This is an optimization exercise on Yosys and OpenROAD, whose aim is small area, a short achievable clock period and few clock cycles per item, not a production implementation.
The RTL was checked by simulation tests, not by an equivalence proof against the original design.
Power is estimated from default activity; no workload was simulated.

==> inputs of onyx <==
==> flow/design.v (excerpt) <==
module matrix_pipeline_mac_top
(
    input  wire logic              clk,
    input  wire logic              rst,
    input  wire logic              start,
    input  wire logic [DATA_W-1:0] a11,
    input  wire logic [DATA_W-1:0] a12,
    input  wire logic [DATA_W-1:0] a13,
    input  wire logic [DATA_W-1:0] a21,
    input  wire logic [DATA_W-1:0] a22,
    input  wire logic [DATA_W-1:0] a23,
    input  wire logic [DATA_W-1:0] a31,
    input  wire logic [DATA_W-1:0] a32,
    input  wire logic [DATA_W-1:0] a33,
    input  wire logic [DATA_W-1:0] b11,
    input  wire logic [DATA_W-1:0] b12,
    input  wire logic [DATA_W-1:0] b13,
    input  wire logic [DATA_W-1:0] b21,
    input  wire logic [DATA_W-1:0] b22,
    input  wire logic [DATA_W-1:0] b23,
    input  wire logic [DATA_W-1:0] b31,
    input  wire logic [DATA_W-1:0] b32,
    input  wire logic [DATA_W-1:0] b33,
    output wire logic [OUT_W-1:0]  c11,
    output wire logic [OUT_W-1:0]  c12,
    output wire logic [OUT_W-1:0]  c13,
    output wire logic [OUT_W-1:0]  c21,
    output wire logic [OUT_W-1:0]  c22,
    output wire logic [OUT_W-1:0]  c23,
    output wire logic [OUT_W-1:0]  c31,
    output wire logic [OUT_W-1:0]  c32,
    output wire logic [OUT_W-1:0]  c33,
    output wire logic              done
);
Settings: LEC_CHECK=0, CAP_MARGIN=60, CORE_MARGIN=2, CORE_UTILIZATION=55, SETUP_SLACK_MARGIN=3.5, SLEW_MARGIN=60, SYNTH_HIERARCHICAL=1; clock period 8.0 ns.
run.sh (not shown) runs the stock make flow with config.mk's settings and CLKGATE_MAP_FILE= SYNTH_SCRIPT=/design/flow/synth_recipe.tcl, a recipe that flattens the netlist after the stock synthesis.
==> inputs of ember, as changes to onyx <==
--- a/flow/design.v
+++ b/flow/design.v
@@ -394,17 +394,17 @@
     wire n187, n188;
     assign n187 = n128 ^ n155 ^ n154;
     wire [15:0] r0 = {n187, n185, n182, n180, n178, n176, n174, n172, n170, n168, n166, n164, n162, n160, n158, ~((s1_2[0] & a2[0]) | (s3_2[0] & t2[0]))};
     wire [15:0] r1 = {n186, n184, n183, n181, n179, n177, n175, n173, n171, n169, n167, n165, n163, n161, n159, n157};
     wire [4:0] q0 = {1'b0, ~r0[3:0]} + {1'b0, ~r1[3:0]};
     wire [4:0] q1 = {1'b0, ~r0[7:4]} + {1'b0, ~r1[7:4]};
     wire [4:0] q2 = {1'b0, ~r0[11:8]} + {1'b0, ~r1[11:8]};
     wire [3:0] q3 = ~r0[15:12] + ~r1[15:12];
-    assign y = {q3[3:0], q2[3:0], q1[3:0], q0[3:0]};
+    assign y = {q3, q2[3:0], q1[3:0], q0[3:0]};
     assign k = {q2[4], q1[4], q0[4]};
 endmodule
 module fa
 (
     input  wire logic a, b, c,
     output wire logic s, co
 );
     assign s  = a ^ b ^ c;
@@ -527,17 +527,17 @@
                         r_c[i][j] <= w_c[i][j];
                         r_k[i][j] <= w_k[i][j];
                     end
                 end
             end
         end
     end
     function automatic logic [OUT_W-1:0] join_seg(input logic [OUT_W-1:0] s, input logic [2:0] k);
-        join_seg = s + {3'b0, k[2], 3'b0, k[1], 3'b0, k[0], 4'b0};
+        join_seg = s + {3'b000, k[2], 3'b000, k[1], 3'b000, k[0], 4'b0000};
     endfunction
     assign c11 = join_seg(r_c[0][0], r_k[0][0]);
     assign c12 = join_seg(r_c[0][1], r_k[0][1]);
     assign c13 = join_seg(r_c[0][2], r_k[0][2]);
     assign c21 = join_seg(r_c[1][0], r_k[1][0]);
     assign c22 = join_seg(r_c[1][1], r_k[1][1]);
     assign c23 = join_seg(r_c[1][2], r_k[1][2]);
     assign c31 = join_seg(r_c[2][0], r_k[2][0]);
CAP_MARGIN = 20   (was 60)
CORE_UTILIZATION = 40   (was 55)
SETUP_SLACK_MARGIN = unset   (was 3.5)
SLEW_MARGIN = 20   (was 60)
==> comparison table <==
Number of DRC violations after detailed-routing iteration 0: onyx 6056; ember 4951
Total setup buffers inserted after CTS: onyx 68; ember 0
Clock group power: onyx 2.47 mW; ember 2.65 mW
Proportion of cell area occupied by multi-input gates: onyx 0.654; ember 0.680
Final weighted congestion in routability-driven placement: onyx 0.983; ember 0.980
Result of the run: onyx complete, no violations; ember complete, no violations
Critical Path Stages: onyx 14; ember 12
Number of antenna violations at the first check in global routing: onyx 10; ember 9
Tightest slew margin relative to the limit: onyx 0.584; ember 0.188
Total wirelength of the detailed-routed design: onyx 214000 µm; ember 207000 µm
Worst reg2reg path endpoint: onyx r_c[2][13]; ember r_c[6][15]
WP buf/inv: onyx 4; ember 1
Cell with the biggest individual delay on the critical path: onyx fa_2; ember dfxtp_1
Horizontal die dimension: onyx 312 µm; ember 365 µm
Top achievable clock speed: onyx 222 MHz; ember 191 MHz
Placed wire-length estimate after detailed placement: onyx 139000 µm; ember 146000 µm
Hold wc startpoint: onyx r_c[3][2]; ember r_c[0][3]
Most common cell after layout, fill and taps aside: onyx a22o_1; ember a21oi_1
Met1 demand-to-capacity share in global routing: onyx 0.511; ember 0.388
Clock buffers: onyx 64; ember 78
Worst Hold End: onyx r_c[3][2]; ember r_c[0][3]
Final hold slack: onyx 0.503 ns; ember 0.502 ns
Area added between synthesis and finish: onyx 21.6%; ember 13.9%
Testbench counts of onyx, summed over its fixed seeds: cycles 16,000, items 8,000.
Testbench counts of ember, summed over its fixed seeds: cycles 16,000, items 8,000.

re-timing with driven ports:
No port has a modelled driver above. Below, the same layouts with a new extraction and two added sets of constraints. Step 1 assumes that a clkbuf_16 drives the clock port and a buf_2 every other input. Step 2 moves the port delays by t, midway between the first and last clock arrival at a register: inputs arrive t later, outputs are due t later. That takes back most of the time a late clock gives input paths. Three values: no drivers, after step 1, after step 2; two values: the first two.
run | t (ns) | setup WS [ns] | clock arrival spread, ns | cell pins on the clock port's net
onyx | 0.736 | 3.494 / 3.494 / 3.494 | 0.041 / 0.041 | 1
ember | 0.742 | 2.766 / 2.766 / 2.766 | 0.044 / 0.044 | 1
After both steps setup and hold are still met in every run listed.
